Context: an optimization exercise on an open-source flow, tuned for a short achievable clock period and few clock cycles. The choices shown serve that exercise and are no tape-out recipe. Where RTL was checked, it was by simulation tests only, not by an equivalence proof against the original. Only the layout flow was run in runs 1 to 3; the RTL was not checked for function there. No driver is modelled on the clock port, so clocking that relies on it looks cheaper here than on a real chip. Power and IR drop assume default switching activity.

<file path="design/flow/flow/run.sh">
#!/bin/bash
# Own layout flow: the standard flow (standard.sh) with three changes.
#  1. Port buffers are sky130_fd_sc_hd__buf_4 (BUFFER_PORTS_ARGS) instead of the resizer's
#     default pick, a delay cell.
#  2. After placement, each output port's buffer is moved next to the register that drives
#     it (flow/move_out_buf.tcl) and the placement is legalized again.
#  3. After CTS, the clock root buffer is split into 4 buffers that the clock port drives
#     directly (flow/split_root.tcl), one per quarter of the old root's sinks; the rest of
#     the tree is kept. Then the standard flow continues from global routing.
# Each tool's full output goes to a log file of its own in this folder.
set -euo pipefail
export BUFFER_PORTS_ARGS="-buffer_cell sky130_fd_sc_hd__buf_4"
R=orfs/results/${FLOW_PLATFORM}/vfifo_top/base
PD="$FLOW_HOME/platforms/$FLOW_PLATFORM"

bash standard.sh place > std_to_place.log 2>&1

cp "$R/3_place.odb" "$R/3_place_std.odb"
PLATFORM_DIR="$PD" ODB_IN="$R/3_place_std.odb" SDC_IN="$R/3_place.sdc" ODB_OUT="$R/3_place.odb" \
	openroad -no_init -exit flow/move_out_buf.tcl > move_out_buf.log 2>&1

bash standard.sh cts > std_cts.log 2>&1

cp "$R/4_cts.odb" "$R/4_cts_std.odb"
PLATFORM_DIR="$PD" ODB_IN="$R/4_cts_std.odb" SDC_IN="$R/4_cts.sdc" ODB_OUT="$R/4_cts.odb" NROOT=4 \
	openroad -no_init -exit flow/split_root.tcl > split_root.log 2>&1

bash standard.sh finish > std_finish.log 2>&1
test -s out/final.def
</file>
<file path="design/flow/flow/move_out_buf.tcl">
# Place each output port's buffer next to the register that drives it, so that the register
# drives a short wire and the (stronger) port buffer drives the wire to the pin. Then legalize.
# Reads $::env(ODB_IN) and $::env(SDC_IN), writes $::env(ODB_OUT).
set p $::env(PLATFORM_DIR)
read_liberty $p/lib/sky130_fd_sc_hd__tt_025C_1v80.lib
read_db $::env(ODB_IN)
read_sdc $::env(SDC_IN)
source $p/setRC.tcl
set block [ord::get_db_block]
proc driver {net} {
  foreach it [$net getITerms] { if {[$it isOutputSignal]} { return $it } }
  return ""
}
set moved 0
foreach bt [$block getBTerms] {
  if {[$bt getIoType] ne "OUTPUT"} continue
  set d [driver [$bt getNet]]
  if {$d eq ""} continue
  set buf [$d getInst]
  set a [$buf findITerm A]
  if {$a eq "NULL" || $a eq ""} continue
  set fd [driver [$a getNet]]
  if {$fd eq ""} continue
  set ff [$fd getInst]
  if {![string match "*__df*" [[$ff getMaster] getName]]} continue
  lassign [$ff getLocation] fx fy
  $buf setLocation $fx $fy
  incr moved
}
puts "moved $moved output buffers"
detailed_placement
check_placement
write_db $::env(ODB_OUT)
</file>
<file path="design/flow/flow/split_root.tcl">
# Split the clock tree's root buffer into NROOT copies: the clock port drives NROOT
# clkbuf_16 roots, each placed at the middle of, and driving, the root's old sinks in one
# part of the die (split by recursive bisection, equal counts). The tree below is kept,
# so every register's clock path keeps its depth and stays balanced.
# Reads $::env(ODB_IN) and $::env(SDC_IN), writes $::env(ODB_OUT).
set p $::env(PLATFORM_DIR)
read_liberty $p/lib/sky130_fd_sc_hd__tt_025C_1v80.lib
read_db $::env(ODB_IN)
read_sdc $::env(SDC_IN)
source $p/setRC.tcl
set nroot $::env(NROOT)
set block [ord::get_db_block]
set db [ord::get_db]
set master [$db findMaster sky130_fd_sc_hd__clkbuf_16]
set clknet [$block findNet clk_axi]
# the root buffer: the one cell the clock port drives
set roots {}
foreach it [$clknet getITerms] { lappend roots [$it getInst] }
if {[llength $roots] != 1} { error "expected one root, got [llength $roots]" }
set root [lindex $roots 0]
set rootout [[$root findITerm X] getNet]
set sinks {}
foreach it [$rootout getITerms] {
  if {[$it isInputSignal] || [[$it getMTerm] getSigType] eq "CLOCK" || [$it getIoType] eq "INPUT"} {
    if {[$it getInst] ne $root} { lappend sinks $it }
  }
}
puts "root [$root getName] drives [llength $sinks] sinks"
proc loc {it} { set b [[$it getInst] getBBox]; return [list [expr {([$b xMin]+[$b xMax])/2}] [expr {([$b yMin]+[$b yMax])/2}]] }
# recursive bisection into nroot groups
proc bisect {items n axis} {
  if {$n <= 1} { return [list $items] }
  set sorted [lsort -integer -index 1 [lmap it $items {list $it [lindex [loc $it] $axis]}]]
  set half [expr {[llength $sorted] / 2}]
  set a [lmap x [lrange $sorted 0 [expr {$half-1}]] {lindex $x 0}]
  set b [lmap x [lrange $sorted $half end] {lindex $x 0}]
  set na [expr {$n / 2}]
  return [concat [bisect $a $na [expr {1-$axis}]] [bisect $b [expr {$n-$na}] [expr {1-$axis}]]]
}
set core [$block getCoreArea]
set axis [expr {([$core dx] >= [$core dy]) ? 0 : 1}]
set groups [bisect $sinks $nroot $axis]
set k 0
foreach g $groups {
  set sx 0; set sy 0
  foreach it $g { lassign [loc $it] x y; incr sx $x; incr sy $y }
  set cx [expr {$sx / [llength $g]}]; set cy [expr {$sy / [llength $g]}]
  if {$k == 0} {
    set buf $root
    set net $rootout
  } else {
    set buf [odb::dbInst_create $block $master "clkbuf_root_${k}_clk_axi"]
    set net [odb::dbNet_create $block "clknet_root_${k}_clk_axi"]
    $net setSigType CLOCK
    [$buf findITerm A] connect $clknet
    [$buf findITerm X] connect $net
    foreach it $g { $it disconnect; $it connect $net }
  }
  $buf setLocation [expr {$cx - [$master getWidth]/2}] [expr {$cy - [$master getHeight]/2}]
  $buf setPlacementStatus PLACED
  puts "group $k: [llength $g] sinks at ($cx, $cy)"
  incr k
}
detailed_placement
check_placement
estimate_parasitics -placement
set_propagated_clock [all_clocks]
report_clock_latency
write_db $::env(ODB_OUT)
</file>
<file path="design/flow/standard.sh">
#!/bin/bash
# synth_recipe.tcl (not shown) runs the flow's synth.tcl, then flattens the netlist and writes it again
# the make line also repeats each setting of config.mk as NAME=value (left out here)
make -C /OpenROAD-flow-scripts/flow DESIGN_CONFIG=/design/flow/config.mk WORK_HOME=/design/flow/orfs CLKGATE_MAP_FILE= SYNTH_SCRIPT=/design/flow/synth_recipe.tcl "${@:-finish}"
</file>
<file path="design/flow/config.mk">
export PLATFORM = sky130hd
export DESIGN_NAME = vfifo_top
export DESIGN_NICKNAME = vfifo_top
export VERILOG_FILES = /design/flow/design.v
export SDC_FILE = /design/flow/constraint.sdc
export NUM_CORES = 4
export LEC_CHECK = 0
export ABC_CLOCK_PERIOD_IN_PS = 2000
export CAP_MARGIN = 20
export CORE_MARGIN = 2
export CORE_UTILIZATION = 65
export CTS_CLUSTER_DIAMETER = 60
export CTS_CLUSTER_SIZE = 30
export PLACE_DENSITY = 0.75
export SETUP_SLACK_MARGIN = 3.3
export SLEW_MARGIN = 20
</file>
<file path="design/flow/constraint.sdc">
create_clock -name core_clock -period 5.0 [get_ports {clk_axi}]
set_input_delay 1.0000 -clock core_clock [delete_from_list [all_inputs] [get_ports {clk_axi}]]
set_output_delay 1.0000 -clock core_clock [all_outputs]
set_load 0.01 [all_outputs]
</file>
<file path="design/flow/design.v">
`default_nettype none
package vfifo_cfg_pkg;
	localparam int word_width = 32;
	localparam int addr_width = 12;
	localparam int burst_beats = 16;
	localparam int beat_width = $clog2(burst_beats);
	localparam int burst_bytes = burst_beats * word_width / 8;
	localparam int region_base = 0;
	localparam int region_words = 256;
	localparam int region_end = region_base + region_words * word_width / 8;
	localparam int max_occupancy = region_words;
	localparam int ring_slots = region_words / burst_beats;
	localparam int slot_width = $clog2(ring_slots);
	localparam int buf_depth = 2 * burst_beats;
	localparam int buf_ptr_width = $clog2(buf_depth);
	localparam int level_width = $clog2(buf_depth + 1);
	localparam int occ_width = $clog2(max_occupancy + 1);
	typedef logic [word_width-1:0] word_t;
endpackage
`default_nettype wire
`timescale 1ns/1ps
`default_nettype none
module stream_buffer #(
	parameter int width = 32
) (
	input logic clk_axi,
	input logic rst_axi_n,
	input logic [width-1:0] wr_data,
	input logic wr_next,
	input logic wr_en,
	input logic rd_allow,
	output logic rd_take,
	output logic [width-1:0] rd_data,
	output logic rd_valid,
	input logic rd_ready
);
	localparam int depth = vfifo_cfg_pkg::buf_depth;
	localparam int queue = 3;
	logic [width-1:0] mem [depth];
	logic [depth-1:0] wr_sel;
	logic [depth-1:0] wr_slot;
	logic [depth-1:0] rd_sel;
	logic [depth-1:0] fill;
	logic [width-1:0] mem_word_lo;
	logic [width-1:0] mem_word_hi;
	logic [width-1:0] stage_lo;
	logic [width-1:0] stage_hi;
	logic [width-1:0] stage;
	logic stage_valid;
	logic room;
	logic [width-1:0] q [queue];
	logic [queue-1:0] used;
	logic pop;
	logic head_hold;
	logic head_next;
	logic head_stage;
	assign pop = used[0] && rd_ready;
	assign rd_data = q[0];
	assign room = !used[2] && !(used[1] && stage_valid);
	assign rd_take = rd_allow && fill[0] && room;
	assign head_hold = !pop && used[0];
	assign head_next = pop && used[1];
	assign head_stage = !head_hold && !head_next;
	always_comb begin
		mem_word_lo = '0;
		mem_word_hi = '0;
		for (int i = 0; i < depth / 2; i++) begin
			mem_word_lo = mem_word_lo | ({width{rd_sel[i]}} & mem[i]);
			mem_word_hi = mem_word_hi | ({width{rd_sel[depth/2+i]}} & mem[depth/2+i]);
		end
	end
	assign stage = stage_lo | stage_hi;
	always_ff @(posedge clk_axi) begin
		for (int i = 0; i < depth; i++) begin
			if (wr_slot[i]) begin
				mem[i] <= wr_data;
			end
		end
		wr_slot <= {depth{wr_next}} & (wr_en ? {wr_sel[depth-2:0], wr_sel[depth-1]} : wr_sel);
		stage_lo <= mem_word_lo;
		stage_hi <= mem_word_hi;
		for (int i = 1; i < queue; i++) begin
			if (pop) begin
				q[i] <= (i + 1 < queue && used[(i + 1) % queue]) ? q[(i + 1) % queue] : stage;
			end else begin
				q[i] <= used[i] ? q[i] : stage;
			end
		end
		q[0] <= ({width{head_hold}} & q[0]) | ({width{head_next}} & q[1]) |
			({width{head_stage}} & stage);
	end
	always_ff @(posedge clk_axi) begin
		if (!rst_axi_n) begin
			wr_sel <= depth'(1);
			rd_sel <= depth'(1);
			fill <= '0;
			stage_valid <= 1'b0;
			used <= '0;
			rd_valid <= 1'b0;
		end else begin
			if (wr_en) begin
				wr_sel <= {wr_sel[depth-2:0], wr_sel[depth-1]};
			end
			if (rd_take) begin
				rd_sel <= {rd_sel[depth-2:0], rd_sel[depth-1]};
			end
			if (wr_en && !rd_take) begin
				fill <= {fill[depth-2:0], 1'b1};
			end else if (rd_take && !wr_en) begin
				fill <= {1'b0, fill[depth-1:1]};
			end
			stage_valid <= rd_take;
			if (pop && !stage_valid) begin
				used <= {1'b0, used[queue-1:1]};
			end else if (stage_valid && !pop) begin
				used <= {used[queue-2:0], 1'b1};
			end
			rd_valid <= used[1] || stage_valid || (used[0] && !pop);
		end
	end
endmodule
`default_nettype wire
`timescale 1ns/1ps
`default_nettype none
module burst_writer (
	input logic clk_axi,
	input logic rst_axi_n,
	input logic commit,
	input logic slot_freed,
	output logic src_allow,
	input logic src_take,
	output logic [vfifo_cfg_pkg::addr_width-1:0] awaddr,
	output logic [7:0] awlen,
	output logic awvalid,
	input logic awready
);
	localparam int addr_width = vfifo_cfg_pkg::addr_width;
	localparam int burst_beats = vfifo_cfg_pkg::burst_beats;
	localparam int ring_slots = vfifo_cfg_pkg::ring_slots;
	localparam int slot_width = vfifo_cfg_pkg::slot_width;
	logic [slot_width-1:0] slot;
	logic [1:0] pending;
	logic [ring_slots-1:0] used;
	logic [2*burst_beats-1:0] credit;
	logic raise;
	logic aw_busy;
	assign awaddr = addr_width'({slot, 6'b0});
	assign awlen = 8'(burst_beats - 1);
	assign raise = (pending != '0 || commit) && !used[ring_slots-1] &&
		(!aw_busy || awready);
	assign src_allow = credit[0];
	always_ff @(posedge clk_axi) begin
		if (!rst_axi_n) begin
			slot <= '0;
			pending <= '0;
			used <= '0;
			credit <= '0;
			awvalid <= 1'b0;
			aw_busy <= 1'b0;
		end else begin
			awvalid <= (awvalid && !awready) || raise;
			aw_busy <= (aw_busy && !awready) || raise;
			if (aw_busy && awready) begin
				slot <= slot + 1'b1;
			end
			pending <= pending + 2'(commit) - 2'(raise);
			if (raise && !slot_freed) begin
				used <= {used[ring_slots-2:0], 1'b1};
			end else if (slot_freed && !raise) begin
				used <= {1'b0, used[ring_slots-1:1]};
			end
			case ({commit, src_take})
				2'b01: credit <= {1'b0, credit[2*burst_beats-1:1]};
				2'b10: credit <= {credit[burst_beats-1:0], {burst_beats{1'b1}}};
				2'b11: credit <= {credit[burst_beats:0], {(burst_beats-1){1'b1}}};
				default: ;
			endcase
		end
	end
endmodule
`default_nettype wire
`timescale 1ns/1ps
`default_nettype none
module burst_reader (
	input logic clk_axi,
	input logic rst_axi_n,
	input logic dst_pop,
	output vfifo_cfg_pkg::word_t dst_data,
	output logic dst_valid,
	output logic slot_written,
	output logic slot_freed,
	input logic [1:0] bresp,
	input logic bvalid,
	output logic bready,
	output logic [vfifo_cfg_pkg::addr_width-1:0] araddr,
	output logic [7:0] arlen,
	output logic arvalid,
	input logic arready,
	input vfifo_cfg_pkg::word_t rdata,
	input logic [1:0] rresp,
	input logic rlast,
	input logic rvalid,
	output logic rready
);
	localparam int addr_width = vfifo_cfg_pkg::addr_width;
	localparam int burst_beats = vfifo_cfg_pkg::burst_beats;
	localparam int beat_width = vfifo_cfg_pkg::beat_width;
	localparam int slot_width = vfifo_cfg_pkg::slot_width;
	localparam int ring_slots = vfifo_cfg_pkg::ring_slots;
	localparam int buf_depth = vfifo_cfg_pkg::buf_depth;
	logic [slot_width-1:0] slot;
	logic [ring_slots-1:0] pending;
	logic [buf_depth-1:0] credit;
	logic [beat_width-1:0] beat;
	logic raise;
	logic beat_last;
	logic ar_busy;
	assign bready = 1'b1;
	assign rready = 1'b1;
	assign araddr = addr_width'({slot, 6'b0});
	assign arlen = 8'(burst_beats - 1);
	assign slot_freed = dst_valid && beat_last;
	assign raise = (pending[0] || bvalid) && credit[burst_beats-1] &&
		(!ar_busy || arready);
	always_ff @(posedge clk_axi) begin
		dst_data <= rdata;
	end
	always_ff @(posedge clk_axi) begin
		if (!rst_axi_n) begin
			slot <= '0;
			pending <= '0;
			credit <= '1;
			beat <= '0;
			arvalid <= 1'b0;
			ar_busy <= 1'b0;
			beat_last <= 1'b0;
			dst_valid <= 1'b0;
			slot_written <= 1'b0;
		end else begin
			dst_valid <= rvalid;
			slot_written <= bvalid;
			if (dst_valid) begin
				beat <= beat + 1'b1;
				beat_last <= beat == beat_width'(burst_beats - 2);
			end
			arvalid <= (arvalid && !arready) || raise;
			ar_busy <= (ar_busy && !arready) || raise;
			if (ar_busy && arready) begin
				slot <= slot + 1'b1;
			end
			if (bvalid && !raise) begin
				pending <= {pending[ring_slots-2:0], 1'b1};
			end else if (raise && !bvalid) begin
				pending <= {1'b0, pending[ring_slots-1:1]};
			end
			case ({raise, dst_pop})
				2'b01: credit <= {credit[buf_depth-2:0], 1'b1};
				2'b10: credit <= {{burst_beats{1'b0}}, credit[buf_depth-1:burst_beats]};
				2'b11: credit <= {{(burst_beats-1){1'b0}}, credit[buf_depth-1:burst_beats-1]};
				default: ;
			endcase
		end
	end
endmodule
`default_nettype wire
`timescale 1ns/1ps
`default_nettype none
module vfifo_top (
	input logic clk_axi,
	input logic rst_axi_n,
	input vfifo_cfg_pkg::word_t in_data,
	input logic in_valid,
	output logic in_ready,
	output vfifo_cfg_pkg::word_t out_data,
	output logic out_valid,
	input logic out_ready,
	output logic [vfifo_cfg_pkg::occ_width-1:0] occupancy,
	output logic [vfifo_cfg_pkg::addr_width-1:0] awaddr,
	output logic [7:0] awlen,
	output logic awvalid,
	input logic awready,
	output vfifo_cfg_pkg::word_t wdata,
	output logic wlast,
	output logic wvalid,
	input logic wready,
	input logic [1:0] bresp,
	input logic bvalid,
	output logic bready,
	output logic [vfifo_cfg_pkg::addr_width-1:0] araddr,
	output logic [7:0] arlen,
	output logic arvalid,
	input logic arready,
	input vfifo_cfg_pkg::word_t rdata,
	input logic [1:0] rresp,
	input logic rlast,
	input logic rvalid,
	output logic rready
);
	localparam int word_width = vfifo_cfg_pkg::word_width;
	localparam int burst_beats = vfifo_cfg_pkg::burst_beats;
	localparam int beat_width = vfifo_cfg_pkg::beat_width;
	localparam int buf_depth = vfifo_cfg_pkg::buf_depth;
	localparam int level_width = vfifo_cfg_pkg::level_width;
	localparam int slot_width = vfifo_cfg_pkg::slot_width;
	typedef vfifo_cfg_pkg::word_t word_t;
	word_t in_word;
	logic in_taken;
	logic [beat_width-1:0] in_beat;
	logic in_last;
	logic commit;
	logic [buf_depth-1:0] in_count;
	logic push;
	logic in_open;
	logic w_fired;
	logic ingress_allow;
	logic ingress_take;
	word_t egress_data;
	logic egress_valid;
	logic egress_take;
	logic out_popped;
	logic slot_written;
	logic slot_freed;
	logic [slot_width:0] occ_bursts;
	assign push = in_valid && in_open;
	always_ff @(posedge clk_axi) begin
		in_word <= in_data;
		in_last <= in_beat == beat_width'(burst_beats - 1);
	end
	always_ff @(posedge clk_axi) begin
		if (!rst_axi_n) begin
			in_taken <= 1'b0;
			in_beat <= '0;
			commit <= 1'b0;
			in_count <= '0;
			in_ready <= 1'b1;
			in_open <= 1'b1;
			w_fired <= 1'b0;
			out_popped <= 1'b0;
			occ_bursts <= '0;
		end else begin
			in_taken <= push;
			commit <= push && in_beat == beat_width'(burst_beats - 1);
			if (push) begin
				in_beat <= in_beat + 1'b1;
			end
			if (push && !w_fired) begin
				in_count <= {in_count[buf_depth-2:0], 1'b1};
			end else if (w_fired && !push) begin
				in_count <= {1'b0, in_count[buf_depth-1:1]};
			end
			if (push) begin
				in_ready <= w_fired ? !in_count[buf_depth-1] : !in_count[buf_depth-2];
				in_open <= !(w_fired ? in_count[buf_depth-1] : in_count[buf_depth-2]);
			end else begin
				in_ready <= w_fired || !in_count[buf_depth-1];
				in_open <= !(!w_fired && in_count[buf_depth-1]);
			end
			w_fired <= wvalid && wready;
			out_popped <= out_valid && out_ready;
			case ({slot_written, slot_freed})
				2'b10: occ_bursts <= occ_bursts + 1'b1;
				2'b01: occ_bursts <= occ_bursts - 1'b1;
				default: ;
			endcase
		end
	end
	assign occupancy = {occ_bursts, 4'b0};
	stream_buffer #(.width(word_width + 1)) ingress_buffer (
		.clk_axi(clk_axi),
		.rst_axi_n(rst_axi_n),
		.wr_data({in_last, in_word}),
		.wr_next(push),
		.wr_en(in_taken),
		.rd_allow(ingress_allow),
		.rd_take(ingress_take),
		.rd_data({wlast, wdata}),
		.rd_valid(wvalid),
		.rd_ready(wready)
	);
	burst_writer burst_writer_inst (
		.clk_axi(clk_axi),
		.rst_axi_n(rst_axi_n),
		.commit(commit),
		.slot_freed(slot_freed),
		.src_allow(ingress_allow),
		.src_take(ingress_take),
		.awaddr(awaddr),
		.awlen(awlen),
		.awvalid(awvalid),
		.awready(awready)
	);
	burst_reader burst_reader_inst (
		.clk_axi(clk_axi),
		.rst_axi_n(rst_axi_n),
		.dst_pop(out_popped),
		.dst_data(egress_data),
		.dst_valid(egress_valid),
		.slot_written(slot_written),
		.slot_freed(slot_freed),
		.bresp(bresp),
		.bvalid(bvalid),
		.bready(bready),
		.araddr(araddr),
		.arlen(arlen),
		.arvalid(arvalid),
		.arready(arready),
		.rdata(rdata),
		.rresp(rresp),
		.rlast(rlast),
		.rvalid(rvalid),
		.rready(rready)
	);
	stream_buffer #(.width(word_width)) egress_buffer (
		.clk_axi(clk_axi),
		.rst_axi_n(rst_axi_n),
		.wr_data(egress_data),
		.wr_next(rvalid),
		.wr_en(egress_valid),
		.rd_allow(1'b1),
		.rd_take(egress_take),
		.rd_data(out_data),
		.rd_valid(out_valid),
		.rd_ready(out_ready)
	);
endmodule
`default_nettype wire
</file>
==> impl_metrics.tcl, run 1 <==
set metrics [dict create \
    sw_frac_of_total_pct 22.1 \
    rsz0062_at_grt "yes" \
    syn2layout_area_growth_pct 13.3 \
    port-buffer-count 155 \
    core_area_mm2 0.154 \
    post_drt_wl_per_cell_um 32.1 \
    grt_pass1_vias 56500 \
    cp_slowest_stage_delay_ns 0.36 \
    start_kind "flop" \
    die_w_um 398 \
    grt_max_degree 160 \
    nets 6561 \
    yosysWarningCount 9 \
    ir_drop_mv 0.420 \
    grt_pass1_wl_mm 387 \
    rows 144 \
    overflow 0 \
    ys_seq_area_share_pct 78.8 \
    most-common-layout-cells "edfxtp_1 (2,145), nor2_1 (575), a22o_1 (519)" \
    slew_viol_final 0 \
    die_h_um 398 \
    io_pins 199 \
    synth-main-ff-cell "edfxtp_1" \
    num_vias 60200 \
    path_clk_slew_ns 0.11 \
    avgSynthCellArea_um2 16.2 \
    ys_ff_latch 2899 \
    status "complete, no violations" \
    hp-class "reg2reg" \
    tightest_slew_ns 1.20 \
    r2r-start "burst_reader_inst.beat_last" \
    crit_family "flip-flops" \
    initial_utilization_pct 65.5 \
    gp_congestion 0.783 \
    path_class "reg2out" \
    cp_max_fo 2 \
    vias_per_cell 6.97 \
    cp_cell_sequence "buf_6" \
    finalHoldViolations 0 \
    clk_latency_ns 0.60 \
    tns_ns 0 \
    wl_mm 277 \
    cp.required_ns 4.00 \
    ff2ff_setup_slack_ns 3.04 \
    clock-root-buffer "clkbuf_16" \
    min-delay-start "ingress_buffer.rd_sel[18]" \
    rr_endpoint "occ_bursts[4]" \
    relSlewSlack_pct 20.1 \
    design_area_mm2 0.114 \
    finalCritPeriodShare_pct 41.9 \
    antenna_found_initial 12 \
    drive_gt1_share_pct 18.1 \
    setup_viol 0 \
    leakagePower_nw 37.7 \
    power.share.sequential_pct 62.0 \
    reg2reg_depth 9 \
    critPathCaptureType "output port" \
    fin_hold_ws_ns 0.461 \
    synth_cell_types 50 \
    p_sw_w 0.00956 \
    path_buf_inv 1 \
    cts_max_path_buffers 3 \
    worst_slack_ns 2.91 \
    synth_edf_count 2145 \
    drc_errors 0 \
    drt-pass1-iter-count 5 \
    cts_made_buffers 145 \
    max_freq_ghz 0.478 \
    crit_path_top_delay_cell "dfxtp_2" \
    clock_power_share_pct 33.9 \
    clkSinkCount 2899 \
    synthCells 6243 \
    syn-cell-area_mm2 0.101 \
    hpwl_mm 132 \
    drtAntennaViolNets 0 \
    dpl.cell_count 8133 \
    place_area_mm2 0.104 \
    pre_cts_ws_ns 1.88 \
    period_minus_slack_ns 2.09 \
    p_per_area_mw_per_mm2 378 \
    cts_tree "done" \
    internal-power_w 0.0336 \
    cts_max_level 4 \
    dieArea_mm2 0.158 \
    final_common_cell "edfxtp_1" \
    cts_hold_buf 0 \
    min_to "ingress_buffer.rd_sel[19]" \
    groute.usage.overall_pct 33.8 \
    combPwrFrac_pct 4.1 \
    async_reset_ff_share_pct 0 \
    crit_arrival_ns 1.09 \
    finalClockSkew_ns 0.0485 \
    drv_cap 0 \
    hold_depth 2 \
    fin_cells 8639 \
    drt_iter0_drc 9188 \
]
[stage by stage]
stage	power, W	util [%]
global route	0.0442	74.2
detailed placement	0.0285	67.7
floorplan	0.0279	-
finish	0.0432	74.2
global placement	0.0284	67.7
CTS	0.0429	72.9
[worst max path at each step]
stage                                    end  cells past startpoint  slack [ns]                   start
2_1_floorplan  burst_reader_inst.pending[10]                     11        2.69                  bvalid
3_3_place_gp         ingress_buffer.fill[31]                      8        1.96  ingress_buffer.used[1]
3_5_place_dp          egress_buffer.fill[27]                      7        1.88   egress_buffer.used[2]
4_1_cts                          out_data[5]                      1        2.63   egress_buffer.q[0][5]
5_1_grt                         out_data[20]                      1        2.90  egress_buffer.q[0][20]
6_report                         out_data[9]                      1        2.91   egress_buffer.q[0][9]
[Yosys cell counts (3+ instances only)]
cell type | n | area share (%)
mux4_1 | 5 | 0.13
a21oi_1 | 336 | 1.7
dfxtp_1 | 754 | 15
or3_1 | 3 | 0.019
nor2_1 | 587 | 2.2
nor3_1 | 9 | 0.045
a22o_1 | 520 | 4.5
a31oi_1 | 15 | 0.093
and2_1 | 18 | 0.11
inv_1 | 22 | 0.082
o21ai_0 | 97 | 0.48
clkbuf_1 | 380 | 1.4
nand3_1 | 11 | 0.055
mux4_2 | 9 | 0.20
edfxtp_1 | 2145 | 64
clkinv_1 | 3 | 0.011
buf_2 | 25 | 0.12
buf_4 | 38 | 0.28
nand2b_1 | 5 | 0.031
xor2_1 | 11 | 0.095
nand4_1 | 133 | 0.82
and3_1 | 6 | 0.037
a221oi_1 | 536 | 4.7
nor2b_1 | 34 | 0.21
mux2i_1 | 218 | 2.2
nand2_1 | 185 | 0.69
a22oi_1 | 65 | 0.48
xnor2_1 | 4 | 0.035
buf_1 | 24 | 0.089
ha_1 | 20 | 0.25
[metal layers]
layer  wire length [µm]  vias up  part of all wire (%)  global-route usage (%)
met3              39500      636                    14                    8.01
li1                   -    25000                     -                       -
met2             127000     4315                    46                    51.9
met4               9550        4                   3.4                    9.38
met1             102000    30200                    37                    49.2
met5                 21        -                0.0076                       0
[cell families (layout without fill, tap and decap cells)]
logic type	count (synthesis)	count (layout)	synth area share, %
mux	233	233	2.51
compound gates	1583	1583	12.0
other cells	2	47	0.00744
simple gates	996	1008	4.25
buf+inv	494	789	2.03
fa+ha+maj	21	21	0.268
flops	2899	2899	78.8
xor+xnor	15	15	0.130
[cell type report]
cell class                 instances  area [µm²]
multi-input combinational       2898       20500
timing repair inverter             6        78.8
clock inverter                    97        1250
tap                             2044        2560
buffer                             3        75.1
sequential                      2899       80000
antenna                            9        22.5
timing repair buffer             484        5620
fill                            8604       39700
inverter                          25         209
clock buffer                     174        3980
[power by group through the flow]
stage | sequential, W | combinational, W | clock (W)
2_1_floorplan | 0.0271 | 0.000758 | 0
3_3_place_gp | 0.0273 | 0.00117 | 0
3_5_place_dp | 0.0273 | 0.00121 | 0
4_1_cts | 0.0268 | 0.00160 | 0.0146
5_1_grt | 0.0268 | 0.00184 | 0.0155
6_report | 0.0268 | 0.00177 | 0.0146
[sequential cells by signal, summed over array words and instances (netlist names), 5 cells and up]
name / flops
in_word: 32
in_count: 32
egress_buffer.wr_slot: 32
burst_reader_inst.pending: 16
egress_buffer.mem: 1024
egress_buffer.stage_hi: 32
occ_bursts: 5
egress_buffer.fill: 32
burst_writer_inst.credit: 32
egress_buffer.q: 96
ingress_buffer.wr_slot: 32
egress_buffer.stage_lo: 32
burst_reader_inst.credit: 32
ingress_buffer.fill: 32
egress_buffer.rd_sel: 32
ingress_buffer.stage_lo: 33
burst_reader_inst.dst_data: 32
ingress_buffer.q: 99
burst_writer_inst.used: 16
ingress_buffer.rd_sel: 32
ingress_buffer.stage_hi: 33
ingress_buffer.mem: 1056
egress_buffer.wr_sel: 32
ingress_buffer.wr_sel: 32
[repair_timing]
| item | in CTS | in global routing |
|---|---|---|
| cloned | 29 | 16 |
| hold endpoints to repair | 0 | 0 |
| setup buffers | 110 | 68 |
| pin swaps | 38 | 66 |
| endpoints found under the setup margin | 556 | 585 |
| gates resized for setup | 358 | 194 |
==> inputs of run 2 (changes only) <==
--- a/design/flow/flow/run.sh
+++ b/design/flow/flow/run.sh
@@ -3,7 +3,8 @@
 #  1. Port buffers are sky130_fd_sc_hd__buf_4 (BUFFER_PORTS_ARGS) instead of the resizer's
 #     default pick, a delay cell.
 #  2. After placement, each output port's buffer is moved next to the register that drives
-#     it (flow/move_out_buf.tcl) and the placement is legalized again.
+#     it and sized up to buf_12, the register is sized up to drive strength 4
+#     (flow/move_out_buf.tcl), and the placement is legalized again.
 #  3. After CTS, the clock root buffer is split into 4 buffers that the clock port drives
 #     directly (flow/split_root.tcl), one per quarter of the old root's sinks; the rest of
 #     the tree is kept. Then the standard flow continues from global routing.
@@ -17,7 +18,7 @@
 
 cp "$R/3_place.odb" "$R/3_place_std.odb"
 PLATFORM_DIR="$PD" ODB_IN="$R/3_place_std.odb" SDC_IN="$R/3_place.sdc" ODB_OUT="$R/3_place.odb" \
-	openroad -no_init -exit flow/move_out_buf.tcl > move_out_buf.log 2>&1
+	BUF_MASTER=sky130_fd_sc_hd__buf_12 openroad -no_init -exit flow/move_out_buf.tcl > move_out_buf.log 2>&1
 
 bash standard.sh cts > std_cts.log 2>&1
 
--- a/design/flow/flow/move_out_buf.tcl
+++ b/design/flow/flow/move_out_buf.tcl
@@ -1,5 +1,6 @@
 # Place each output port's buffer next to the register that drives it, so that the register
-# drives a short wire and the (stronger) port buffer drives the wire to the pin. Then legalize.
+# drives a short wire and the port buffer, sized up to BUF_MASTER, drives the wire to the pin;
+# the register is sized up to its strongest drive (same function). Then legalize.
 # Reads $::env(ODB_IN) and $::env(SDC_IN), writes $::env(ODB_OUT).
 set p $::env(PLATFORM_DIR)
 read_liberty $p/lib/sky130_fd_sc_hd__tt_025C_1v80.lib
@@ -11,6 +12,8 @@
   foreach it [$net getITerms] { if {[$it isOutputSignal]} { return $it } }
   return ""
 }
+set db [ord::get_db]
+set bufm [$db findMaster $::env(BUF_MASTER)]
 set moved 0
 foreach bt [$block getBTerms] {
   if {[$bt getIoType] ne "OUTPUT"} continue
@@ -24,6 +27,11 @@
   set ff [$fd getInst]
   if {![string match "*__df*" [[$ff getMaster] getName]]} continue
   lassign [$ff getLocation] fx fy
+  $buf swapMaster $bufm
+  set fm [[$ff getMaster] getName]
+  if {[regsub {_[0-9]+$} $fm {_4} strong] && [$db findMaster $strong] ne "NULL"} {
+    $ff swapMaster [$db findMaster $strong]
+  }
   $buf setLocation $fx $fy
   incr moved
 }
--- a/design/flow/config.mk
+++ b/design/flow/config.mk
@@ -12,5 +12,5 @@
 export CTS_CLUSTER_DIAMETER = 60
 export CTS_CLUSTER_SIZE = 30
 export PLACE_DENSITY = 0.75
-export SETUP_SLACK_MARGIN = 3.3
+export SETUP_SLACK_MARGIN = 3.0
 export SLEW_MARGIN = 20
==> impl_metrics.tcl, run 2 <==
set metrics [dict create \
    routed.top_layer "met5" \
    status "complete, no violations" \
    worst_slack_ns 2.89 \
    fin_util_pct 72.6 \
    design_area_mm2 0.112 \
    ys_top_cells_by_count "edfxtp_1 (2,145), dfxtp_1 (754), nor2_1 (587)" \
    rows 144 \
    clkSinkCount 2899 \
    drt_iter0_drc 7717 \
    crit_path_top_delay_cell "dfxtp_4" \
    cts_tree "done" \
    core_area_mm2 0.154 \
    ys_ff_latch 2899 \
    fillers 9079 \
    drc_errors 0 \
    cts_max_path_buffers 3 \
    grt_max_degree 163 \
    post_drt_wl_per_cell_um 30.4 \
    syn2layout_area_growth_pct 10.8 \
    yosysWarningCount 9 \
    cp.required_ns 4.00 \
    dieArea_mm2 0.158 \
    synth-main-ff-cell "edfxtp_1" \
    grt_pass1_vias 55200 \
    cp_max_fo 2 \
    finalClockSkew_ns 0.0488 \
    vias_per_cell 6.87 \
    largestRegisters "ingress_buffer.mem: 1056 flops, egress_buffer.mem: 1024 flops, ingress_buffer.q: 99 flops" \
    clk_latency_ns 0.60 \
    relSlewSlack_pct 17.2 \
    groute.usage.overall_pct 32.0 \
    cts_made_buffers 143 \
    synthCells 6243 \
    tns_ns 0 \
    place_area_mm2 0.104 \
    regMostFlops "ingress_buffer.mem" \
    gp_congestion 0.799 \
    pre_cts_ws_ns 1.57 \
    synth_edf_count 2145 \
    die_h_um 398 \
    synth_largest_area_cell "edfxtp_1" \
    setup_viol 0 \
    hpwl_mm 131 \
    largest_reg_flops 1056 \
    cp_cell_sequence "buf_12" \
    leakagePower_nw 36.7 \
    syn-cell-area_mm2 0.101 \
    drv_cap 0 \
    drive_gt1_share_pct 14.4 \
    drt-pass1-iter-count 6 \
    crit_family "flip-flops" \
    fin_hold_ws_ns 0.472 \
    finalCritPeriodShare_pct 42.3 \
    max_freq_ghz 0.473 \
    clock-root-buffer "clkbuf_16" \
    start_kind "flop" \
    path_buf_inv 1 \
    path_clk_slew_ns 0.11 \
    yosysTopAreaCellShare_pct 63.8 \
    most-common-layout-cells "edfxtp_1 (2,145), nor2_1 (584), a221oi_1 (535)" \
    ir_drop_mv 0.276 \
    seqCellArea_mm2 0.0801 \
    num_vias 58400 \
    drtAntennaViolNets 0 \
    overflow 0 \
    finalHoldViolations 0 \
    cts_hold_buf 0 \
    slew_viol_final 0 \
    nets 6412 \
    port-buffer-count 155 \
    synth_cell_types 50 \
    synth_area_leaders "edfxtp_1 (64%), dfxtp_1 (15%), a221oi_1 (4.7%)" \
    rsz0062_at_grt "yes" \
    cp_slowest_stage_delay_ns 0.37 \
    io_pins 199 \
    avgSynthCellArea_um2 16.2 \
    tightest_slew_ns 1.24 \
    period_minus_slack_ns 2.11 \
    p_per_area_mw_per_mm2 381 \
    path_class "reg2out" \
    critPathCaptureType "output port" \
    initial_utilization_pct 65.5 \
    multi_input_area_mm2 0.0197 \
    wl_met2_mm 122 \
    async_reset_ff_share_pct 0 \
    hp-class "reg2reg" \
    cts_max_level 4 \
    ys_seq_area_share_pct 78.8 \
    crit_arrival_ns 1.11 \
    wl_mm 258 \
    synth.most_common_cell "edfxtp_1" \
    antenna_found_initial 5 \
    grt_pass1_wl_mm 368 \
    dr_wl_met3_mm 33.4 \
    die_w_um 398 \
    m1WireLength_mm 96.7 \
    final_common_cell "edfxtp_1" \
]
run 2: area by class of cell:
type	instances	share of cell area, %
well taps	2044	2.29
multi-input cells	2888	17.6
plain buffers	3	0.0671
inverters	25	0.140
clock buffers	171	3.45
flip-flops and latches	2899	71.6
repair inverters	1	0.0101
repair buffers	352	3.74
diodes	13	0.0291
clock inverters	97	1.00
run 2: final timing paths:
check,from,end,slack (ns),depth (start not counted)
worst max-delay path,egress_buffer.q[0][18],out_data[18],2.89,1
worst min register to register,egress_buffer.q[1][0],egress_buffer.q[0][0],0.47,2
worst max register to register,burst_reader_inst.dst_valid,occ_bursts[4],2.97,9
worst min-delay path,egress_buffer.q[1][0],egress_buffer.q[0][0],0.47,2
run 2: tightest hold or removal path, stage by stage, from the launching register on:
cell	delay (ns)
edfxtp_1	0.33
a22oi_1	0.06
o21ai_0	0.06
run 2: logic make-up (layout without fill, tap and decap cells):
| family | after synthesis | in the layout | synth area share [%] |
|---|---|---|---|
| flops | 2899 | 2899 | 78.8 |
| mux | 233 | 233 | 2.51 |
| buf+inv | 494 | 649 | 2.03 |
| xor+xnor | 15 | 15 | 0.130 |
| simple gates | 996 | 998 | 4.25 |
| compound gates | 1583 | 1583 | 12.0 |
| other cells | 2 | 51 | 0.00744 |
| fa+ha+maj | 21 | 21 | 0.268 |
run 2: where the power goes:
group	switching (W)	internal, W	leakage, nW
clock network	0.00786	0.00626	2.45
registers	0.000587	0.0262	25.7
logic	0.000851	0.000763	8.50
run 2: what timing repair did:
action,4_1_cts,5_1_grt
setup endpoints to repair,305,367
resized for setup,49,55
buffers inserted,36,27
pin swaps,12,15
gates cloned,4,5
run 2: layer usage:
metal,global-route usage (%),up-vias
met3,7.31,423
met1,45.3,29500
met2,50.9,3803
met4,7.92,2
li1,-,24700
met5,0,-
run 2: stage by stage:
step	total power (W)	instances
CTS	0.0425	8445
floorplan	0.0278	6279
detailed placement	0.0285	8137
global placement	0.0284	8137
finish	0.0426	8493
global route	0.0436	8481
==> inputs of run 3 (changes only) <==
--- a/design/flow/flow/run.sh
+++ b/design/flow/flow/run.sh
@@ -3,7 +3,7 @@
 #  1. Port buffers are sky130_fd_sc_hd__buf_4 (BUFFER_PORTS_ARGS) instead of the resizer's
 #     default pick, a delay cell.
 #  2. After placement, each output port's buffer is moved next to the register that drives
-#     it and sized up to buf_12, the register is sized up to drive strength 4
+#     it and sized up to buf_16, the register is sized up to drive strength 4
 #     (flow/move_out_buf.tcl), and the placement is legalized again.
 #  3. After CTS, the clock root buffer is split into 4 buffers that the clock port drives
 #     directly (flow/split_root.tcl), one per quarter of the old root's sinks; the rest of
@@ -18,7 +18,7 @@
 
 cp "$R/3_place.odb" "$R/3_place_std.odb"
 PLATFORM_DIR="$PD" ODB_IN="$R/3_place_std.odb" SDC_IN="$R/3_place.sdc" ODB_OUT="$R/3_place.odb" \
-	BUF_MASTER=sky130_fd_sc_hd__buf_12 openroad -no_init -exit flow/move_out_buf.tcl > move_out_buf.log 2>&1
+	BUF_MASTER=sky130_fd_sc_hd__buf_16 openroad -no_init -exit flow/move_out_buf.tcl > move_out_buf.log 2>&1
 
 bash standard.sh cts > std_cts.log 2>&1
 
==> impl_metrics.tcl, run 3 <==
set metrics [dict create \
    drv_cap 0 \
    clock-root-buffer "clkbuf_16" \
    fillers 8982 \
    drtAntennaViolNets 0 \
    synth-main-ff-cell "edfxtp_1" \
    ys_ff_latch 2899 \
    max_freq_ghz 0.473 \
    totalPowerFinal_w 0.0427 \
    leakagePower_nw 36.9 \
    path_class "reg2out" \
    cts_max_path_buffers 3 \
    path_buf_inv 1 \
    drt_iter0_drc 7768 \
    crit_path_top_delay_cell "dfxtp_4" \
    antenna_found_initial 6 \
    groute.usage.overall_pct 32.0 \
    post_drt_wl_per_cell_um 30.5 \
    finalClockSkew_ns 0.0497 \
    ff2ff_setup_slack_ns 2.98 \
    io_pins 199 \
    grt_pass1_vias 55400 \
    tns_ns 0 \
    ys_top_cells_by_count "edfxtp_1 (2,145), dfxtp_1 (754), nor2_1 (587)" \
    cts_made_buffers 143 \
    grt_pass1_wl_mm 369 \
    hp-class "reg2reg" \
    start_kind "flop" \
    crit_family "flip-flops" \
    multi_input_area_mm2 0.0197 \
    synth_area_leaders "edfxtp_1 (64%), dfxtp_1 (15%), a221oi_1 (4.7%)" \
    seqCellArea_mm2 0.0801 \
    cts_max_level 4 \
    finalCritPeriodShare_pct 42.3 \
    synth_edf_count 2145 \
    nets 6402 \
    most-common-layout-cells "edfxtp_1 (2,145), nor2_1 (584), a221oi_1 (535)" \
    wl_mm 259 \
    dpl.cell_count 8137 \
    core_area_mm2 0.154 \
    largestRegisters "ingress_buffer.mem: 1056 flops, egress_buffer.mem: 1024 flops, ingress_buffer.q: 99 flops" \
    tightest_slew_ns 1.24 \
    crit_arrival_ns 1.11 \
    yosysWarningCount 9 \
    clkSinkCount 2899 \
    regMostFlops "ingress_buffer.mem" \
    cp_max_fo 2 \
    cts_hold_buf 0 \
    synth_largest_area_cell "edfxtp_1" \
    cp.required_ns 4.00 \
    overflow 0 \
    die_w_um 398 \
    status "complete, no violations" \
    clk_latency_ns 0.60 \
    dieArea_mm2 0.158 \
    cp_slowest_stage_delay_ns 0.38 \
    die_h_um 398 \
    cts_tree "done" \
    drc_errors 0 \
    initial_utilization_pct 65.5 \
    ys_seq_area_share_pct 78.8 \
    gp_congestion 0.799 \
    ir_drop_mv 0.275 \
    avgSynthCellArea_um2 16.2 \
    final_common_cell "edfxtp_1" \
    vias_per_cell 6.87 \
    critPathCaptureType "output port" \
    rsz0062_at_grt "yes" \
    syn-cell-area_mm2 0.101 \
    finalHoldViolations 0 \
    grt_max_degree 163 \
    fin_util_pct 72.9 \
    cp_cell_sequence "buf_16" \
    path_clk_slew_ns 0.11 \
    hpwl_mm 131 \
    port-buffer-count 155 \
    largest_reg_flops 1056 \
    yosysTopAreaCellShare_pct 63.8 \
    relSlewSlack_pct 17.4 \
    synth.most_common_cell "edfxtp_1" \
    syn2layout_area_growth_pct 11.3 \
    rows 144 \
    drt-pass1-iter-count 5 \
    drive_gt1_share_pct 14.3 \
    synth_cell_types 50 \
    slew_viol_final 0 \
    fin_cells 8483 \
    p_per_area_mw_per_mm2 380 \
    num_vias 58300 \
    period_minus_slack_ns 2.11 \
    async_reset_ff_share_pct 0 \
    setup_viol 0 \
    synthCells 6243 \
]
==> run 3: cell type report <==
cell class,instances,area share (%)
clock buffers,169,3.44
diodes,13,0.0290
multi-input cells,2888,17.6
repair inverters,1,0.0100
inverters,25,0.139
flip-flops and latches,2899,71.3
repair buffers,342,4.20
clock inverters,99,0.987
well taps,2044,2.28
plain buffers,3,0.0668
==> run 3: final timing paths <==
path / startpoint / endpoint / cells after the start
setup / recovery: egress_buffer.q[0][18] / out_data[18] / 1
hold / removal: ingress_buffer.mem[27][13] / ingress_buffer.stage_hi[13] / 2
setup reg to reg: egress_buffer.rd_sel[30] / egress_buffer.stage_hi[14] / 4
hold reg to reg: ingress_buffer.mem[27][13] / ingress_buffer.stage_hi[13] / 2
==> run 3: kinds of logic (layout without fill, tap and decap cells) <==
group	count (synthesis)	in the layout	share of synthesized area (%)
adders and majority gates	21	21	0.268
other	2	51	0.00744
muxes	233	233	2.51
buffers and inverters	494	639	2.03
DFF	2899	2899	78.8
and+or+nand+nor	996	998	4.25
xor gates and xnor gates	15	15	0.130
AOI/OAI and AO/OA	1583	1583	12.0
==> run 3: metal layers <==
metal / part of all wire (%) / GRT usage (%) / routed length, µm
met5: 0.013 / 0 / 34
met2: 47 / 51.3 / 121000
met1: 38 / 45.4 / 97200
met3: 13 / 7.09 / 33400
met4: 2.6 / 7.66 / 6690
==> run 3: stage by stage <==
step | hold WS [ns] | setup slack [ns] | area (µm²)
2_1_floorplan | 0.441 | 2.68 | 101000
3_3_place_gp | 0.446 | 1.64 | 104000
3_5_place_dp | 0.457 | 1.57 | 104000
4_1_cts | 0.207 | 2.59 | 112000
5_1_grt | 0.481 | 2.87 | 112000
6_report | 0.478 | 2.89 | 112000
==> run 3: timing repair <==
action | 4_1_cts | 5_1_grt
setup buffers | 30 | 23
gates cloned | 4 | 5
gates resized for setup | 48 | 56
pin swaps | 12 | 16
endpoints found under the setup margin | 310 | 387
==> run 3: power by group <==
part | internal, W | total (W) | leakage [nW] | switching, W
Clock | 0.00622 | 0.0141 | 2.46 | 0.00785
Sequential | 0.0262 | 0.0269 | 25.7 | 0.000627
Combinational | 0.000882 | 0.00173 | 8.72 | 0.000848
Total | 0.0334 | 0.0427 | 36.9 | 0.00933
==> run 3: tightest hold or removal path, cell delays in order (launching register included) <==
cell      delay, ns
edfxtp_1       0.33
a221oi_1       0.06
nand4_1        0.06
==> inputs of run 4 (changes only) <==
--- a/design/flow/design.v
+++ b/design/flow/design.v
@@ -40,6 +40,7 @@
 	logic [depth-1:0] wr_sel;
 	logic [depth-1:0] wr_slot;
 	logic [depth-1:0] rd_sel;
+	logic [depth-1:0] rd_sel_hi;
 	logic [depth-1:0] fill;
 	logic [width-1:0] mem_word_lo;
 	logic [width-1:0] mem_word_hi;
@@ -65,8 +66,11 @@
 		mem_word_lo = '0;
 		mem_word_hi = '0;
 		for (int i = 0; i < depth / 2; i++) begin
-			mem_word_lo = mem_word_lo | ({width{rd_sel[i]}} & mem[i]);
-			mem_word_hi = mem_word_hi | ({width{rd_sel[depth/2+i]}} & mem[depth/2+i]);
+			for (int b = 0; b < width; b++) begin
+				mem_word_lo[b] = mem_word_lo[b] | ((b < width / 2 ? rd_sel[i] : rd_sel_hi[i]) & mem[i][b]);
+				mem_word_hi[b] = mem_word_hi[b] |
+					((b < width / 2 ? rd_sel[depth/2+i] : rd_sel_hi[depth/2+i]) & mem[depth/2+i][b]);
+			end
 		end
 	end
 	assign stage = stage_lo | stage_hi;
@@ -93,6 +97,7 @@
 		if (!rst_axi_n) begin
 			wr_sel <= depth'(1);
 			rd_sel <= depth'(1);
+			rd_sel_hi <= depth'(1);
 			fill <= '0;
 			stage_valid <= 1'b0;
 			used <= '0;
@@ -103,6 +108,7 @@
 			end
 			if (rd_take) begin
 				rd_sel <= {rd_sel[depth-2:0], rd_sel[depth-1]};
+				rd_sel_hi <= {rd_sel_hi[depth-2:0], rd_sel_hi[depth-1]};
 			end
 			if (wr_en && !rd_take) begin
 				fill <= {fill[depth-2:0], 1'b1};
@@ -146,8 +152,7 @@
 	logic aw_busy;
 	assign awaddr = addr_width'({slot, 6'b0});
 	assign awlen = 8'(burst_beats - 1);
-	assign raise = (pending != '0 || commit) && !used[ring_slots-1] &&
-		(!aw_busy || awready);
+	assign raise = (pending != '0 || commit) && !used[ring_slots-1] && !aw_busy;
 	assign src_allow = credit[0];
 	always_ff @(posedge clk_axi) begin
 		if (!rst_axi_n) begin
@@ -220,8 +225,7 @@
 	assign araddr = addr_width'({slot, 6'b0});
 	assign arlen = 8'(burst_beats - 1);
 	assign slot_freed = dst_valid && beat_last;
-	assign raise = (pending[0] || bvalid) && credit[burst_beats-1] &&
-		(!ar_busy || arready);
+	assign raise = (pending[0] || slot_written) && credit[burst_beats-1] && !ar_busy;
 	always_ff @(posedge clk_axi) begin
 		dst_data <= rdata;
 	end
@@ -248,9 +252,9 @@
 			if (ar_busy && arready) begin
 				slot <= slot + 1'b1;
 			end
-			if (bvalid && !raise) begin
+			if (slot_written && !raise) begin
 				pending <= {pending[ring_slots-2:0], 1'b1};
-			end else if (raise && !bvalid) begin
+			end else if (raise && !slot_written) begin
 				pending <= {1'b0, pending[ring_slots-1:1]};
 			end
 			case ({raise, dst_pop})
--- a/design/flow/flow/run.sh
+++ b/design/flow/flow/run.sh
@@ -3,7 +3,7 @@
 #  1. Port buffers are sky130_fd_sc_hd__buf_4 (BUFFER_PORTS_ARGS) instead of the resizer's
 #     default pick, a delay cell.
 #  2. After placement, each output port's buffer is moved next to the register that drives
-#     it and sized up to buf_16, the register is sized up to drive strength 4
+#     it and sized up to buf_12, the register is sized up to drive strength 4
 #     (flow/move_out_buf.tcl), and the placement is legalized again.
 #  3. After CTS, the clock root buffer is split into 4 buffers that the clock port drives
 #     directly (flow/split_root.tcl), one per quarter of the old root's sinks; the rest of
@@ -18,7 +18,7 @@
 
 cp "$R/3_place.odb" "$R/3_place_std.odb"
 PLATFORM_DIR="$PD" ODB_IN="$R/3_place_std.odb" SDC_IN="$R/3_place.sdc" ODB_OUT="$R/3_place.odb" \
-	BUF_MASTER=sky130_fd_sc_hd__buf_16 openroad -no_init -exit flow/move_out_buf.tcl > move_out_buf.log 2>&1
+	BUF_MASTER=sky130_fd_sc_hd__buf_12 openroad -no_init -exit flow/move_out_buf.tcl > move_out_buf.log 2>&1
 
 bash standard.sh cts > std_cts.log 2>&1
 
==> impl_metrics.tcl, run 4 <==
set metrics [dict create \
    cts_made_buffers 145 \
    rsz0062_at_grt "yes" \
    multi_input_area_mm2 0.0206 \
    clk_latency_ns 0.60 \
    vias_per_cell 6.80 \
    cts_max_path_buffers 3 \
    port-buffer-count 155 \
    overflow 0 \
    cp.required_ns 4.00 \
    clkSinkCount 2963 \
    crit_family "flip-flops" \
    synth_edf_count 2145 \
    final_common_cell "edfxtp_1" \
    hpwl_mm 132 \
    start_kind "flop" \
    synth_cell_types 48 \
    grt_max_degree 133 \
    yosysWarningCount 9 \
    synth_largest_area_cell "edfxtp_1" \
    status "complete, no violations" \
    wl_mm 257 \
    drc_errors 0 \
    cts_max_level 4 \
    max_freq_ghz 0.478 \
    p_sw_w 0.00949 \
    most-common-layout-cells "edfxtp_1 (2,145), dfxtp_1 (634), nor2_1 (579)" \
    path_clk_slew_ns 0.10 \
    tns_ns 0 \
    largest_reg_flops 1056 \
    cp_slowest_stage_delay_ns 0.38 \
    crit_arrival_ns 1.09 \
    drv_cap 0 \
    cp_cell_sequence "buf_12" \
    core_area_mm2 0.158 \
    io_pins 199 \
    clock_power_share_pct 33.4 \
    seqCellArea_mm2 0.0812 \
    slew_viol_final 0 \
    drive_gt1_share_pct 12.7 \
    die_h_um 402 \
    combPwrFrac_pct 4.3 \
    regMostFlops "ingress_buffer.mem" \
    groute.usage.overall_pct 31.1 \
    sw_frac_of_total_pct 21.7 \
    ys_seq_area_share_pct 78.3 \
    grt_pass1_wl_mm 370 \
    critPathCaptureType "output port" \
    hp-class "reg2reg" \
    synthCells 6497 \
    dieArea_mm2 0.162 \
    fillers 9268 \
    p_per_area_mw_per_mm2 384 \
    syn-cell-area_mm2 0.103 \
    fin_hold_ws_ns 0.459 \
    initial_utilization_pct 65.3 \
    ys_ff_latch 2963 \
    grt_pass1_vias 56400 \
    fin_cells 8741 \
    synth_area_leaders "edfxtp_1 (62%), dfxtp_1 (16%), a221oi_1 (4.4%)" \
    relSlewSlack_pct 15.9 \
    period_minus_slack_ns 2.09 \
    antenna_found_initial 4 \
    largestRegisters "ingress_buffer.mem: 1056 flops, egress_buffer.mem: 1024 flops, ingress_buffer.q: 99 flops" \
    path_buf_inv 1 \
    leakagePower_nw 37.3 \
    cp_max_fo 2 \
    nets 6646 \
    setup_viol 0 \
    gp_congestion 0.790 \
    ff2ff_setup_slack_ns 3.05 \
    rows 146 \
    avgSynthCellArea_um2 15.9 \
    power.share.sequential_pct 62.3 \
    drt_iter0_drc 7720 \
    die_w_um 402 \
    drtAntennaViolNets 0 \
    post_drt_wl_per_cell_um 29.4 \
    path_class "reg2out" \
    cts_tree "done" \
    finalCritPeriodShare_pct 41.8 \
    drt-pass1-iter-count 5 \
    yosysTopAreaCellShare_pct 62.4 \
    async_reset_ff_share_pct 0 \
    tightest_slew_ns 1.26 \
    synth-main-ff-cell "edfxtp_1" \
    finalClockSkew_ns 0.0449 \
    synth.most_common_cell "edfxtp_1" \
    dpl.cell_count 8394 \
    ys_top_cells_by_count "edfxtp_1 (2,145), dfxtp_1 (818), nor2_1 (582)" \
    finalHoldViolations 0 \
    internal-power_w 0.0343 \
    num_vias 59400 \
    crit_path_top_delay_cell "dfxtp_4" \
    syn2layout_area_growth_pct 10.6 \
    cts_hold_buf 0 \
    ir_drop_mv 0.316 \
    clock-root-buffer "clkbuf_16" \
]
[run 4: changes by cell type in the layout (fill, tap and decap cells not counted), sizes merged, moves of 11 or more]
cell    before  now
a21oi      336  398
a221oi     536  522
dfxtp      754  818
diode       13    2
inv         74   63
mux2i      218  205
mux4        14   29
nand2      185  311
nand2b       5   22
o21ai       98   82
[run 4: cells by family after synthesis]
group / share of synthesized area (%)
buffers and inverters: 2.10
multiplexers: 2.64
XOR/XNOR: 0.127
flip-flops: 78.3
other: 0.00728
AO/OA/AOI/OAI: 11.8
adder cells (fa/ha/maj): 0.262
AND/OR/NAND/NOR: 4.71
[run 4: repair_timing]
| item | in CTS | in global routing |
|---|---|---|
| setup endpoints to repair | 423 | 471 |
| resized for setup | 33 | 28 |
| buffers inserted | 38 | 27 |
| gates cloned | 8 | 1 |
| pin swaps | 6 | 7 |
[run 4: layout make-up]
class	instances	area share, %
repair buffers	352	3.70
clock inverters	92	1.11
multi-input cells	3058	18.0
clock buffers	175	3.47
flip-flops and latches	2963	71.2
diodes	2	0.00439
inverters	24	0.109
well taps	2072	2.27
plain buffers	3	0.0658
[run 4: path summary, 6_finish.rpt]
check                           depth (start not counted)                     from                            to
worst min register to register                          2   egress_buffer.q[1][11]        egress_buffer.q[0][11]
worst min-delay path                                    2   egress_buffer.q[1][11]        egress_buffer.q[0][11]
worst max-delay path                                    1  ingress_buffer.q[0][22]                     wdata[22]
worst max register to register                          5   ingress_buffer.used[2]  burst_writer_inst.credit[17]
[run 4: metrics by stage]
step	worst slack [ns]	power [W]	util (%)	area (µm²)
2_1_floorplan	2.97	0.0285	-	104000
3_3_place_gp	2.09	0.0291	67.2	106000
3_5_place_dp	2.04	0.0292	67.2	106000
4_1_cts	2.62	0.0437	71.8	114000
5_1_grt	2.89	0.0449	72.2	114000
6_report	2.91	0.0438	72.2	114000
[run 4: power groups by stage]
stage          Sequential, W  Combinational, W  Clock, W
2_1_floorplan         0.0276          0.000868         0
3_3_place_gp          0.0278           0.00134         0
3_5_place_dp          0.0278           0.00138         0
4_1_cts               0.0273           0.00182    0.0146
5_1_grt               0.0274           0.00200    0.0155
6_report              0.0273           0.00189    0.0146
[run 4: tightest hold or removal path: cells and delay by family, from the launching register on]
kind            cells  cell delay [ns]
compound gates      2             0.12
flops               1             0.33
[run 4: metal layers]
layer / part of all wire (%) / global-route usage (%) / vias to the layer above
met5: 0 / 0 / -
met4: 2.9 / 8.21 / 0
met1: 38 / 45.4 / 29800
met2: 46 / 47.9 / 3803
li1: - / - / 25400
met3: 14 / 7.20 / 472
Testbench counts of run 4, summed over its fixed seeds: cycles 17,205.

==> separate check: timing with driven ports <==
Ports are ideal in the flow. The routed layouts listed here were re-timed in OpenROAD. Step 1 (the two cells are an assumption about what drives the block):
set clk [get_ports {clk_axi}]
set_driving_cell -lib_cell sky130_fd_sc_hd__clkbuf_16 $clk
set_driving_cell -lib_cell sky130_fd_sc_hd__buf_2 [delete_from_list [all_inputs] $clk]
Step 2 adds t to the input delays and takes it off the output delays; t is the mean of the earliest and latest rising clock arrival at the registers after step 1. Input paths then give back, and output paths get back, about the clock's delay inside the block. Slacks: ideal / step 1 / step 2; pairs: ideal / step 1.
| run | t (ns) | setup WS [ns] | worst setup path after step 2 | worst slew at a driven data input, ns | cell pins on the clock port's net |
|---|---|---|---|---|---|
| run 1 | 0.752 | 2.907 / 2.730 / 2.524 | input to register | 0.11 | 4 |
| run 2 | 0.760 | 2.887 / 2.707 / 2.434 | input to register | 0.12 | 4 |
| run 3 | 0.758 | 2.885 / 2.705 / 2.446 | input to register | 0.12 | 4 |
| run 4 | 0.740 | 2.908 / 2.735 / 2.383 | input to register | 0.10 | 4 |
After both steps every run listed still meets setup and hold. The setup slack of run 4, which loses most, moves by -0.173 ns with the drivers and by -0.525 ns with both steps.
